Source: an optimization exercise on an open RTL-to-GDS flow (aim: small area). Production flows keep margins and buffers that such runs may drop.
Only simulation tests tie the RTL to the original design; equivalence was not proved.
The clock port is modelled as an ideal driver; clocking choices that lean on that would not hold on a real chip.
Power and IR drop assume default switching activity.

==> design/flow/design.v <==
`timescale 1ns / 1ps
package bsr_pkg;
   localparam logic [7:0]  SIG_B = 8'h42;
   localparam logic [7:0]  SIG_M = 8'h4D;
   localparam logic [15:0] SCREEN_WIDTH_RST  = 16'd320;
   localparam logic [15:0] SCREEN_HEIGHT_RST = 16'd240;
   localparam logic [2:0] KIND_PIXEL      = 3'd0;
   localparam logic [2:0] KIND_BAD_SIG    = 3'd1;
   localparam logic [2:0] KIND_BAD_DEPTH  = 3'd2;
   localparam logic [2:0] KIND_OFF_SCREEN = 3'd3;
   localparam logic [2:0] KIND_BAD_OFFSET = 3'd4;
   localparam logic [1:0] PH_DONE   = 2'd0;
   localparam logic [1:0] PH_HEADER = 2'd1;
   localparam logic [1:0] PH_SKIP   = 2'd2;
   localparam logic [1:0] PH_PIXEL  = 2'd3;
endpackage
`timescale 1ns / 1ps
module bsr_csr (
   input  logic        clock,
   input  logic        reset,
   input  logic        csr_valid,
   output logic        csr_ready,
   input  logic [1:0]  csr_index,
   input  logic [15:0] csr_wdata,
   output logic [15:0] origin_x,
   output logic [15:0] origin_y,
   output logic        off_screen
);
   logic [15:0] ox_ff, oy_ff, sw_ff, sh_ff;
   assign csr_ready = 1'b1;
   always_ff @(posedge clock) begin
      if (reset) begin
         ox_ff <= '0;
         oy_ff <= '0;
         sw_ff <= bsr_pkg::SCREEN_WIDTH_RST;
         sh_ff <= bsr_pkg::SCREEN_HEIGHT_RST;
      end else if (csr_valid) begin
         case (csr_index)
            2'd0:    ox_ff <= csr_wdata;
            2'd1:    oy_ff <= csr_wdata;
            2'd2:    sw_ff <= csr_wdata;
            default: sh_ff <= csr_wdata;
         endcase
      end
   end
   assign origin_x = ox_ff;
   assign origin_y = oy_ff;
   function automatic logic ge16(input logic [15:0] a, input logic [15:0] b);
      logic ge;
      integer i;
      ge = 1'b1;
      for (i = 0; i < 16; i++) ge = (a[i] != b[i]) ? a[i] : ge;
      ge16 = ge;
   endfunction
   assign off_screen = (!ox_ff[15] && ge16(ox_ff, sw_ff)) ||
                       (!oy_ff[15] && ge16(oy_ff, sh_ff));
endmodule
`timescale 1ns / 1ps
module bsr_parser (
   input  logic        clock,
   input  logic        reset,
   input  logic        req_tvalid,
   output logic        req_tready,
   input  logic [7:0]  req_tdata,
   input  logic        req_tuser,
   output logic        rsp_tvalid,
   input  logic        rsp_tready,
   output logic [55:0] rsp_tdata,
   output logic [2:0]  rsp_tuser,
   output logic        rsp_tlast,
   input  logic [15:0] origin_x,
   input  logic [15:0] origin_y,
   input  logic        off_screen
);
   logic [1:0]  phase_ff, phase_in;
   logic [4:0]  pos_ff, pos_in;
   logic [31:0] cnt_ff, cnt_in;
   logic [15:0] wid_ff, wid_in;
   logic [15:0] col_ff, col_in;
   logic        valid_ff;
   logic        advance, emit;
   logic [7:0]  b;
   logic [16:0] low_inc;
   logic [15:0] high_inc;
   logic [16:0] high_sum;
   logic        high_cin;
   logic [15:0] height;
   logic        at_30;
   logic        off_lt30;
   logic        row_end;
   logic        is_err;
   logic [17:0] px, py;
   logic [8:0]  px_lo, py_lo, px_hi, py_hi;
   logic        px_cy_ff, py_cy_ff;
   assign b = req_tdata;
   function automatic logic [16:0] inc16(input logic [15:0] a, input logic ci);
      logic [16:0] s;
      integer      i;
      for (i = 0; i < 16; i++) s[i] = a[i] ^ (ci & ((a & ((16'd1 << i) - 16'd1)) == ((16'd1 << i) - 16'd1)));
      s[16] = ci & (&a);
      inc16 = s;
   endfunction
   function automatic logic [8:0] add8(input logic [7:0] a, input logic [7:0] d, input logic ci);
      logic [8:0] s;
      logic       c;
      integer     i;
      c = ci;
      for (i = 0; i < 8; i++) begin
         s[i] = a[i] ^ d[i] ^ c;
         c    = (a[i] ^ d[i]) ? c : a[i];
      end
      s[8] = c;
      add8 = s;
   endfunction
   assign req_tready = !valid_ff || rsp_tready;
   assign advance    = req_tvalid && req_tready;
   assign height = {col_ff[10:5], col_ff[15:14], col_ff[4:0], col_ff[13:11]};
   assign low_inc  = inc16(cnt_ff[15:0], 1'b1);
   assign high_cin = (phase_ff == bsr_pkg::PH_PIXEL) ? pos_ff[4] : low_inc[16];
   assign high_sum = inc16(cnt_ff[31:16], high_cin);
   assign high_inc = high_sum[15:0];
   assign at_30    = (cnt_ff == ~32'd30);
   assign off_lt30 = (&cnt_ff[31:5]) && (cnt_ff[4:1] != 4'd0);
   assign row_end = (low_inc[15:0] == wid_ff);
   always_comb begin
      phase_in = phase_ff;
      pos_in   = pos_ff;
      cnt_in   = cnt_ff;
      wid_in   = wid_ff;
      col_in   = col_ff;
      emit     = 1'b0;
      if (req_tuser) begin
         phase_in = bsr_pkg::PH_HEADER;
         pos_in   = 5'd1;
         if (off_screen) begin
            phase_in = bsr_pkg::PH_DONE;
            emit     = 1'b1;
            pos_in   = {2'b00, bsr_pkg::KIND_OFF_SCREEN};
         end else if (b != bsr_pkg::SIG_B) begin
            phase_in = bsr_pkg::PH_DONE;
            emit     = 1'b1;
            pos_in   = {2'b00, bsr_pkg::KIND_BAD_SIG};
         end
      end else begin
         case (phase_ff)
            bsr_pkg::PH_HEADER: begin
               pos_in = pos_ff + 5'd1;
               case (pos_ff)
                  5'd1: if (b != bsr_pkg::SIG_M) begin
                     phase_in = bsr_pkg::PH_DONE;
                     emit     = 1'b1;
                     pos_in   = {2'b00, bsr_pkg::KIND_BAD_SIG};
                  end
                  5'd10: cnt_in[7:0]   = ~b;
                  5'd11: cnt_in[15:8]  = ~b;
                  5'd12: cnt_in[23:16] = ~b;
                  5'd13: cnt_in[31:24] = ~b;
                  5'd18: wid_in[7:0]   = b;
                  5'd19: wid_in[15:8]  = b;
                  5'd22: begin
                     col_in[4:0]   = b[7:3];
                     col_in[13:11] = b[2:0];
                  end
                  5'd23: begin
                     col_in[10:5]  = b[7:2];
                     col_in[15:14] = b[1:0];
                  end
                  5'd28: if (b != 8'd24) pos_in = 5'd30;
                  5'd29, 5'd30: begin
                     cnt_in = {high_inc, low_inc[15:0]};
                     pos_in = 5'b10000;
                     if (pos_ff[1] || b != 8'd0) begin
                        phase_in = bsr_pkg::PH_DONE;
                        emit     = 1'b1;
                        pos_in   = {2'b00, bsr_pkg::KIND_BAD_DEPTH};
                     end else if (off_lt30) begin
                        phase_in = bsr_pkg::PH_DONE;
                        emit     = 1'b1;
                        pos_in   = {2'b00, bsr_pkg::KIND_BAD_OFFSET};
                     end else if (wid_ff == '0 || height == '0) begin
                        phase_in = bsr_pkg::PH_DONE;
                     end else if (at_30) begin
                        phase_in      = bsr_pkg::PH_PIXEL;
                        cnt_in[31:16] = ~height;
                     end else begin
                        phase_in = bsr_pkg::PH_SKIP;
                     end
                  end
                  default: ;
               endcase
            end
            bsr_pkg::PH_SKIP: begin
               cnt_in = {high_inc, low_inc[15:0]};
               pos_in = 5'b10000;
               if (at_30) begin
                  phase_in      = bsr_pkg::PH_PIXEL;
                  cnt_in[31:16] = ~height;
               end
            end
            bsr_pkg::PH_PIXEL: begin
               if (pos_ff[3:2] != 2'd0) begin
                  pos_in[3:2] = pos_ff[3:2] - 2'd1;
               end else begin
                  case (pos_ff[1:0])
                     2'd0: begin
                        col_in[4:0] = b[7:3];
                        pos_in      = 5'b00001;
                        cnt_in      = {high_inc, pos_ff[4] ? 16'd0 : low_inc[15:0]};
                     end
                     2'd1: begin
                        col_in[10:5] = b[7:2];
                        pos_in       = 5'b00010;
                     end
                     default: begin
                        col_in[15:11] = b[7:3];
                        emit          = 1'b1;
                        pos_in        = 5'b00000;
                        if (row_end) begin
                           if (&cnt_ff[31:16]) begin
                              phase_in = bsr_pkg::PH_DONE;
                           end else begin
                              pos_in = {1'b1, wid_ff[1:0], 2'b00};
                           end
                        end
                     end
                  endcase
               end
            end
            default: ;
         endcase
      end
   end
   always_ff @(posedge clock) begin
      if (reset) begin
         phase_ff <= bsr_pkg::PH_DONE;
         valid_ff <= 1'b0;
      end else begin
         if (advance) begin
            phase_ff <= phase_in;
            valid_ff <= emit;
         end else if (rsp_tready) begin
            valid_ff <= 1'b0;
         end
      end
   end
   always_ff @(posedge clock) begin
      if (advance) begin
         pos_ff <= pos_in;
         cnt_ff <= cnt_in;
         wid_ff <= wid_in;
         col_ff <= col_in;
      end
   end
   assign is_err = (phase_ff == bsr_pkg::PH_DONE) && (pos_ff[2:0] != 3'd0);
   assign px_lo = add8(origin_x[7:0], cnt_ff[7:0], 1'b0);
   assign py_lo = add8(origin_y[7:0], ~cnt_ff[23:16], 1'b0);
   assign px_hi = add8(origin_x[15:8], cnt_ff[15:8], px_cy_ff);
   assign py_hi = add8(origin_y[15:8], ~cnt_ff[31:24], py_cy_ff);
   assign px    = {origin_x[15] ^ (origin_x[15] & px_hi[8]), origin_x[15] ^ px_hi[8],
                   px_hi[7:0], px_lo[7:0]};
   assign py    = {origin_y[15] ^ (origin_y[15] & py_hi[8]), origin_y[15] ^ py_hi[8],
                   py_hi[7:0], py_lo[7:0]};
   always_ff @(posedge clock) begin
      px_cy_ff <= px_lo[8];
      py_cy_ff <= py_lo[8];
   end
   assign rsp_tvalid = valid_ff;
   assign rsp_tdata  = is_err ? 56'd0 : {4'd0, col_ff, py, px};
   assign rsp_tuser  = (phase_ff == bsr_pkg::PH_DONE) ? pos_ff[2:0] : 3'd0;
   assign rsp_tlast  = (phase_ff == bsr_pkg::PH_DONE) && (pos_ff[2:0] == 3'd0);
endmodule
`timescale 1ns / 1ps
module bmp24_stream_to_rgb565 (
   input  logic                  clock,
   input  logic                  reset,
   input  logic                  req_tvalid,
   output logic                  req_tready,
   input  logic [7:0]            req_tdata,    
   input  logic                  req_tuser,    
   output logic                  rsp_tvalid,
   input  logic                  rsp_tready,
   output logic [55:0]           rsp_tdata,    
   output logic [2:0]            rsp_tuser,    
   output logic                  rsp_tlast,
   input  logic                  csr_valid,
   output logic                  csr_ready,
   input  logic [1:0]            csr_index,
   input  logic [15:0]           csr_wdata
);
   logic [15:0] origin_x, origin_y;
   logic        off_screen;
   bsr_csr u_csr (
      .clock      (clock),
      .reset      (reset),
      .csr_valid  (csr_valid),
      .csr_ready  (csr_ready),
      .csr_index  (csr_index),
      .csr_wdata  (csr_wdata),
      .origin_x   (origin_x),
      .origin_y   (origin_y),
      .off_screen (off_screen)
   );
   bsr_parser u_parser (
      .clock      (clock),
      .reset      (reset),
      .req_tvalid (req_tvalid),
      .req_tready (req_tready),
      .req_tdata  (req_tdata),
      .req_tuser  (req_tuser),
      .rsp_tvalid (rsp_tvalid),
      .rsp_tready (rsp_tready),
      .rsp_tdata  (rsp_tdata),
      .rsp_tuser  (rsp_tuser),
      .rsp_tlast  (rsp_tlast),
      .origin_x   (origin_x),
      .origin_y   (origin_y),
      .off_screen (off_screen)
   );
endmodule
==> design/flow/flow/run.sh <==
#!/bin/bash
# Layout flow: the standard flow (standard.sh) with these changes.
#  - Synthesis runs the standard flow's synthesis script (synth_recipe.tcl) as
#    flow/synth.tcl, except that abc maps the logic with flow/map.abc (an
#    AIG resynthesis for size, then area-recovering mapping under a delay
#    target) in place of the platform's speed script, and adders are left to abc (ADDER_MAP_FILE empty) rather
#    than mapped to the library's half and full adder cells. Registers are
#    mapped before abc and are left as they are.
#  - The port buffers are plain buf_1 cells.
#  - Clock tree synthesis uses a clkbuf_8 root, clkbuf_4 cells below it and
#    no dummy loads; flow/post_cts.tcl then upsizes to clkbuf_8 each clkbuf_4
#    whose output slew is high.
# Every tool writes its full log under orfs/logs; make's output goes to
# flow.log.
set -euo pipefail
F=$PWD/flow
export MY_ABC_SCRIPT=$F/map.abc
export BUFFER_PORTS_ARGS="-buffer_cell sky130_fd_sc_hd__buf_1"
export POST_CTS_TCL=$F/post_cts.tcl
export CTS_ARGS="-repair_clock_nets -buf_list sky130_fd_sc_hd__clkbuf_4 -root_buf sky130_fd_sc_hd__clkbuf_8 -dont_use_dummy_load"
sed "s#SYNTH_SCRIPT=[^ ]*#SYNTH_SCRIPT=$F/synth.tcl ADDER_MAP_FILE=#" standard.sh > flow_standard.sh
grep -q "SYNTH_SCRIPT=$F/synth.tcl" flow_standard.sh
bash flow_standard.sh > flow.log 2>&1
==> design/flow/flow/map.abc <==
strash
&get -n
&deepsyn -J 200 -T 600
&put
dch
amap -m -Q 0.1
topo
stime -c
==> design/flow/flow/post_cts.tcl <==
estimate_parasitics -placement
set upsized 0
foreach inst [get_cells *] {
  if { [get_property $inst ref_name] != "sky130_fd_sc_hd__clkbuf_4" } { continue }
  set opin [get_pins -of_objects $inst -filter "direction == output"]
  if { [get_property $opin slew_max] > 0.100 } {
    replace_cell $inst sky130_fd_sc_hd__clkbuf_8
    incr upsized
  }
}
puts "post_cts.tcl: upsized $upsized clock buffers"
if { $upsized > 0 } {
  detailed_placement
  check_placement -verbose
}
==> design/flow/flow/synth.tcl <==
proc synth {args} { yosys synth -nofsm -noshare {*}$args }
# map with our own abc script instead of the platform's speed script
proc abc {args} {
  set i [lsearch -exact $args -script]
  if { $i >= 0 } { set args [lreplace $args [expr {$i + 1}] [expr {$i + 1}] $::env(MY_ABC_SCRIPT)] }
  yosys abc {*}$args
}
source $::env(SCRIPTS_DIR)/synth.tcl
# left out here: clear keep_hierarchy, flatten, clean up, hide names made inside functions, write 1_2_yosys.v
==> design/flow/standard.sh <==
#!/bin/bash
# synth_recipe.tcl (not shown) runs the flow's synth.tcl, then flattens the netlist and writes it again
# the make line also repeats each setting of config.mk as NAME=value (left out here)
make -C /OpenROAD-flow-scripts/flow DESIGN_CONFIG=/design/flow/config.mk WORK_HOME=/design/flow/orfs CLKGATE_MAP_FILE= SYNTH_SCRIPT=/design/flow/synth_recipe.tcl "${@:-finish}"
==> design/flow/config.mk <==
export PLATFORM = sky130hd
export DESIGN_NAME = bmp24_stream_to_rgb565
export DESIGN_NICKNAME = bmp24_stream_to_rgb565
export VERILOG_FILES = /design/flow/design.v
export SDC_FILE = /design/flow/constraint.sdc
export NUM_CORES = 4
export LEC_CHECK = 0
export CAP_MARGIN = 20
export CORE_MARGIN = 2
export CORE_UTILIZATION = 76
export CTS_BUF_LIST = sky130_fd_sc_hd__clkbuf_4
export SLEW_MARGIN = 20
==> design/flow/constraint.sdc <==
create_clock -name core_clock -period 5.0 [get_ports {clock}]
set_input_delay 1.0000 -clock core_clock [delete_from_list [all_inputs] [get_ports {clock}]]
set_output_delay 1.0000 -clock core_clock [all_outputs]
set_load 0.01 [all_outputs]
==> results of run 1 <==
==> layout make-up <==
cell class | instances | area (sq um) | share of cell area [%]
Clock buffer | 17 | 165 | 2.02
Inverter | 159 | 597 | 7.29
Multi-Input combinational cell | 576 | 3350 | 41.0
Sequential cell | 138 | 3450 | 42.2
Tap cell | 129 | 161 | 1.97
Timing Repair Buffer | 105 | 454 | 5.55
==> per-stage QoR <==
step                      hold slack, ns  worst slack [ns]  setup TNS, ns  util [%]
after floorplan                    0.438             0.478              0         -
after global placement             0.448             0.500              0      85.6
after detailed placement           0.462             0.126              0      85.6
after global routing               0.500           -0.0830         -0.188      87.8
final                              0.475             0.254              0      87.8
==> metal layers <==
| metal | routed length [microns] | track usage [%] | vias up | share of wire (%) |
|---|---|---|---|---|
| met5 | 0 | 0 | - | 0 |
| met1 | 7860 | 55.2 | 3562 | 34 |
| met2 | 10300 | 69.6 | 726 | 44 |
| met4 | 1620 | 28.1 | 0 | 7.0 |
| li1 | - | - | 3473 | - |
| met3 | 3400 | 13.4 | 164 | 15 |
==> flip-flops by register name, summed over array words and instances, names as in the netlist <==
| register | cells |
|---|---|
| u_parser.px_cy_ff | 1 |
| u_parser.cnt_ff | 32 |
| u_csr.sw_ff | 16 |
| u_parser.phase_ff | 2 |
| u_csr.oy_ff | 16 |
| u_csr.ox_ff | 16 |
| u_parser.py_cy_ff | 1 |
| u_parser.valid_ff | 1 |
| u_parser.col_ff | 16 |
| u_csr.sh_ff | 16 |
| u_parser.wid_ff | 16 |
| u_parser.pos_ff | 5 |
==> critical path: cells and delay by family, from the launching register on <==
family          cells  cell delay, ns
compound gates      3            0.67
buf+inv             7            0.82
flops               1            0.36
simple gates       14            2.79
==> final timing paths <==
path	from	end	slack [ns]	depth (start not counted)
worst min register to register	u_csr.sh_ff[15]$_SDFFE_PP0P_	u_csr.sh_ff[15]$_SDFFE_PP0P_	0.47	2
worst max-delay path	u_parser.cnt_ff[1]$_DFFE_PP_	u_parser.phase_ff[0]$_SDFFE_PP0P_	0.25	24
worst min-delay path	u_csr.sh_ff[15]$_SDFFE_PP0P_	u_csr.sh_ff[15]$_SDFFE_PP0P_	0.47	2
worst max register to register	u_parser.cnt_ff[1]$_DFFE_PP_	u_parser.phase_ff[0]$_SDFFE_PP0P_	0.25	24
==> power groups by stage <==
stage / Clock [mW] / Combinational, mW / Sequential [mW]
6_report: 0.575 / 0.219 / 1.23
3_5_place_dp: 0 / 0.208 / 1.25
3_3_place_gp: 0 / 0.198 / 1.25
5_1_grt: 0.600 / 0.236 / 1.23
2_1_floorplan: 0 / 0.136 / 1.25
==> cell usage in the layout (no fill, tap or decap), drive strengths merged, types with 5 or more instances in the layout <==
cell / instances
o22ai: 69
a21oi: 42
edfxtp: 69
o31ai: 7
a22o: 6
o211ai: 16
buf: 105
or3: 5
dfxtp: 69
nor4: 10
a211oi: 6
o221ai: 11
a22oi: 22
nand3: 14
nor3: 12
clkinv: 159
o21ai: 53
nor2: 109
clkbuf: 17
or4: 8
a2bb2oi: 7
a32o: 18
nand2: 68
and2: 11
or2: 9
conb: 5
nand4: 11
o21a: 15
==> logic make-up (layout without fill, tap and decap cells) <==
logic type / count (synthesis) / in the layout / share of synthesized area (%)
AOI/OAI and AO/OA: 308 / 308 / 28.5
xor gates and xnor gates: 1 / 1 / 0.119
buffers and inverters: 164 / 281 / 8.58
DFF: 138 / 138 / 46.7
other: 2 / 5 / 0.102
and+or+nand+nor: 262 / 262 / 16.0
==> impl_results.md, run 1 <==
- Drt first-iter violations: 1084
- Crit end category: register
- Crit-path most repeated cell: clkinv_1
- Synth Flop Type: edfxtp_1
- Switching share of total power: a little over a quarter
- Fin nets: approximately 1000
- Tmin final: roughly 4.7 ns
- Cell row count: 35
- Gr usage total: around 45%
- Core region area: 0.00933 sq mm
- Total power: between 2 and 2.5 mW
- Syn Area/Cell: between 8 and 9 sq um
- DP Area: approximately 0.008 sq mm
- CP Max Fanout: 4
- Post-synth EDFFs: 69
- Register bit total from synthesis: about 140
- Synth Cell Area: 0.00739 sq mm
- Most common cell in the netlist: clkinv_1
- CTS tree: yes
- Clock-pin slew on the worst setup and hold paths: 0.09 ns
- Cell taking the most area after synthesis: edfxtp_1
- Max-slew headroom at the worst pin: about 44%
- Vias in the first global route: approximately 7400
- Fill cells: between 500 and 600
- Via/cell ratio: just over 7
- Net switching power: between 0.5 and 0.6 mW
- Count of pins over their slew limit: 0
- DIE WIDTH: roughly 100 microns
- I/O pins: 95
- Slowest CP cell: or4_1
- Share of layout cells above drive strength 1: under 10%
- Seq/Total Area, Yosys: a little under half
- Fmax: between 200 and 250 MHz
- Post-synth top cells: clkinv_1 (159), nor2_1 (109), dfxtp_1 (69), edfxtp_1 (69), o22ai_1 (69)
- Final Cell Area: approximately 0.008 sq mm
- Final Non-Filler Cells: between 1000 and 1500
- Top cell type's share of synthesized area: approximately 28%
- Total Die Area: 0.0105 sq mm
- Pwr/cell area: approximately 250 mW/mm^2
- Final setup fails: 0
- ANT nets after route: 0
- Largest net degree at the start of global routing: 28
- Startpoint types: register
- Worst VDD drop: ~0.00019 V
- First-pass GRT wire length: between 30000 and 40000 microns
- CP cell instances: clkinv_1, nor2_1, clkinv_1, nor2_1, clkinv_1, nor2_2, clkinv_1, nor2_2, clkinv_1, nor2_1, clkinv_1, nor2_1, clkinv_1, nor2_2, nand2_1, nor3_2, nand2_1, a21oi_1, or4b_1, or4_1, nor2_1, o221ai_2, a222oi_1, nor2_1
- Initial antenna violation count: 0
- Syn-to-layout area delta: 10.7%
- Synth warnings: 2
- Combinational Power Share: 10.8%
- Cell-internal power: around 1.5 mW
- Initial core utilization: between 70% and 80%
- Tcrit/Tclk final: 94.9%
- Critical path required time: between 5 and 6 ns
- Clock latency on the worst-skew pair: roughly 0.44 ns
- DRT Wirelength: between 20000 and 25000 microns
- Cells after synthesis: slightly below 900
- Async SR Flop Fraction: 0%
- DRC: 0
- Synth cell types: 49
- Grt ovf: 0
- Die height: between 100 and 150 microns
- Area contributors post-synth: edfxtp_1 (28%), dfxtp_1 (19%), clkinv_1 (8.1%)
- Max-cap violations: 0
- WL/cell: 20.6 microns
- Status: finished clean
- Worst slew pin tran: around 0.84 ns
- Lkg Pwr: 2.69 nW
- TritonRoute pass-1 iters: 10
- Register share of total power: 60.8%
- Clock share of power: between 20% and 30%
- Placed cell count: around 1100
- HPWL Detailed: between 15000 and 20000 microns
- Worst hold path class: register to register
- Clock Skew: between 0.03 and 0.04 ns
- Crit path DAT: 5.05 ns
- Setup CP Type: register to register
- CP max stage delay: 0.47 ns
- Port Buffer Count: 89
- GPL Wtd Cong: ~1.1
- Final Hold Viols: 0
- # diodes: 0
- Vias post-DR: 7925
- Clock sink count: 138
==> run 2, diff against run 1 <==
==> design/flow/flow/map.abc (replaced) <==
strash
&get -n
&deepsyn -J 200 -T 600
&put
dch
amap
topo
stime -c
==> impl_results.md, run 2 <==
- Post-synth EDFFs: 69
- Fill cells: between 500 and 600
- Net switching power: 0.524 mW
- Synth Flop Type: edfxtp_1
- Cell taking the most area after synthesis: edfxtp_1
- Area contributors post-synth: edfxtp_1 (28%), dfxtp_1 (19%), clkinv_1 (8.5%)
- Placed cell count: around 1100
- Max-slew headroom at the worst pin: between 30 and 40%
- Clock share of power: 26.9%
- Most common cell in the netlist: clkinv_1
- Final Non-Filler Cells: ~1100
- Critical path required time: 5.17 ns
- Most frequent cells in the layout: clkinv_1 (166), nor2_1 (120), buf_1 (89), o22ai_1 (77), nand2_1 (71)
- Grt ovf: 0
- Syn Area/Cell: around 8.2 sq um
- FF-to-FF Start: u_parser.cnt_ff[10]$_DFFE_PP_
- Total power: 1.98 mW
- Core region area: 0.00928 sq mm
- Clock-pin slew on the worst setup and hold paths: roughly 0.1 ns
- DIE WIDTH: between 100 and 150 microns
- Top cell type's share of synthesized area: between 20 and 30%
- ANT nets after route: 0
- Setup TNS: 0 ns
- WL/cell: between 20 and 25 microns
- Count of pins over their slew limit: 0
- Register share of total power: 62.0%
- TritonRoute pass-1 iters: 7
- HPWL Detailed: between 15000 and 20000 microns
- Largest net degree at the start of global routing: 28
- Largest register by flop count: u_parser.cnt_ff
- Gr usage total: between 40% and 50%
- Vias post-DR: between 7000 and 8000
- # diodes: 0
- CTS tree: yes
- CP delay by family, top: simple AND/OR/NAND/NOR gates
- End of the critical path: u_parser.cnt_ff[31]$_DFFE_PP_
- Slowest CP cell: or4_1
- Max-cap violations: 0
- Crit path DAT: between 4 and 5 ns
- Max FFs per register: 32
- Tmin final: roughly 4.8 ns
- DRT Wirelength: around 24000 microns
- Register bit total from synthesis: ~140
- Final setup fails: 0
- Final Hold Viols: 0
- Setup CP Type: register to register
- Crit path buf inv count: 1
- Cells after synthesis: between 800 and 900
- Worst slew pin tran: about 1.0 ns
- Lkg Pwr: roughly 2.6 nW
- Cell row count: 35
- Syn-to-layout area delta: 10.1%
- Status: finished clean
- Total Die Area: roughly 0.010 sq mm
- Async SR Flop Fraction: 0%
- Synth cell types: 41
- CP Max Fanout: 5
- R2r setup slk: approximately 0.25 ns
- Pwr/cell area: 246 mW/mm^2
- Vias in the first global route: around 7200
- Via/cell ratio: between 6 and 7
- Crit path from: u_parser.cnt_ff[10]$_DFFE_PP_
- Fin nets: between 1000 and 1500
- Worst VDD drop: slightly below 0.0003 V
- GPL Wtd Cong: 1.11
- Cell-internal power: 1.46 mW
- Synth Cell Area: about 0.0073 sq mm
- Clock latency on the worst-skew pair: around 0.43 ns
- Fmax: 210 MHz
- Worst r2r dst: u_parser.cnt_ff[31]$_DFFE_PP_
- Post-synth top cells: clkinv_1 (167), nor2_1 (123), o22ai_1 (77)
- Seq/Total Area, Yosys: 47.1%
- R2R depth: 12
- Drt first-iter violations: around 1100
- CP max stage delay: 0.58 ns
- Cell count along the critical path: 12
- Hold Slack: 0.481 ns
- Post-layout util: 86.9%
- DRC: 0
- Die height: a little over 100 microns
- Clock sink count: about 140
- Switching share of total power: between 20% and 30%
- Initial core utilization: approximately four fifths
- Tcrit/Tclk final: approximately 95%
- Share of layout cells above drive strength 1: ~3.6%
- Port Buffer Count: 89
- First-pass GRT wire length: around 37000 microns
- Synth warnings: 2
- Clock Skew: about 0.028 ns
- Most common cell after layout, fill and taps aside: clkinv_1
- Startpoint types: register
- I/O pins: 95
- CP cell instances: clkinv_1, or4_1, or4_1, o32ai_1, nand2_1, or3_1, nor3_1, nand4b_1, or2_0, or3_1, o311ai_0, o211ai_1
- Combinational Power Share: 11.1%
- Worst hold path class: register to register
- Crit end category: register
- Initial antenna violation count: 0
[run 2: cell types whose count changed after synthesis, sizes merged, moves of 6 or more]
cell,change
a22o,-6
a2bb2oi,-7
a32o,-18
and2,-10
clkinv,+8
nor2,+14
nor4,-6
o21ai,+13
o221ai,+9
o22ai,+8
[run 2: worst min-delay path, stage by stage (launching register included)]
cell      delay (ns)
dfxtp_1         0.32
clkinv_1        0.05
o22ai_1         0.07
[run 2: power groups by stage]
stage	clock network (mW)	registers (mW)	logic, mW
floorplan	0	1.25	0.136
detailed placement	0	1.25	0.205
finish	0.535	1.23	0.220
global placement	0	1.25	0.197
global route	0.563	1.23	0.235
[run 2: routing by layer]
metal / up-vias / global-route usage (%) / share of wire [%]
li1: 3486 / - / -
met1: 3534 / 57.5 / 33
met4: 0 / 31.8 / 8.3
met3: 201 / 15.3 / 15
met2: 718 / 70.9 / 43
met5: - / 0 / 0
[run 2: kinds of logic after synthesis]
kind of cell	Yosys count	synth area share (%)
AND/OR/NAND/NOR	270	16.2
other	2	0.102
buffers and inverters	172	9.06
flip-flops	138	47.1
AO/OA/AOI/OAI	311	27.5
[run 2: cell type report]
cell class | instances | area (sq um) | area share [%]
clock buffer | 17 | 146 | 1.81
inverter | 167 | 627 | 7.77
multi-input combinational | 586 | 3280 | 40.7
sequential | 138 | 3450 | 42.8
tap | 129 | 161 | 2.00
timing repair buffer | 98 | 402 | 4.98
[run 2: worst min path at each step]
stage | startpoint | cells past startpoint | slack [ns] | end
6_report | u_csr.sh_ff[0]$_SDFFE_PP0P_ | 2 | 0.48 | u_csr.sh_ff[0]$_SDFFE_PP0P_
5_1_grt | u_csr.sh_ff[0]$_SDFFE_PP0P_ | 2 | 0.50 | u_csr.sh_ff[0]$_SDFFE_PP0P_
3_5_place_dp | u_csr.sh_ff[15]$_SDFFE_PP0P_ | 2 | 0.47 | u_csr.sh_ff[15]$_SDFFE_PP0P_
3_3_place_gp | u_csr.sh_ff[15]$_SDFFE_PP0P_ | 2 | 0.45 | u_csr.sh_ff[15]$_SDFFE_PP0P_
2_1_floorplan | u_csr.sh_ff[15]$_SDFFE_PP0P_ | 2 | 0.44 | u_csr.sh_ff[15]$_SDFFE_PP0P_
[run 2: per-stage QoR]
stage | cell area, sq um | setup slack, ns
floorplan | 7340 | 0.940
global placement | 7860 | 0.521
detailed placement | 7860 | 0.0339
global route | 8070 | -0.00409
finish | 8070 | 0.248

-- static timing again, ports no longer ideal --
In the flow no input, the clock included, has a driving cell. The finished layouts below were timed again as built, in two steps.
Step 1 sets driving cells, clkbuf_16 on the clock port and buf_2 on the other inputs (assumed; they add their load-dependent delay and slew).
Step 2 also shifts input and output timing later by t, the mid clock arrival at the registers, as if the neighbouring blocks saw the same clock.
Slacks: ideal ports / drivers / drivers and shift; pairs: ideal ports / drivers.
| run | t (ns) | slack for setup (ns) | worst register clock-pin slew, ns | cell pins on the clock port's net |
|---|---|---|---|---|
| run 1 | 0.460 | 0.254 / 0.254 / 0.254 | 0.10 / 0.10 | 1 |
| run 2 | 0.448 | 0.248 / 0.248 / 0.248 | 0.11 / 0.11 | 1 |
After both steps every run listed still meets setup and hold.
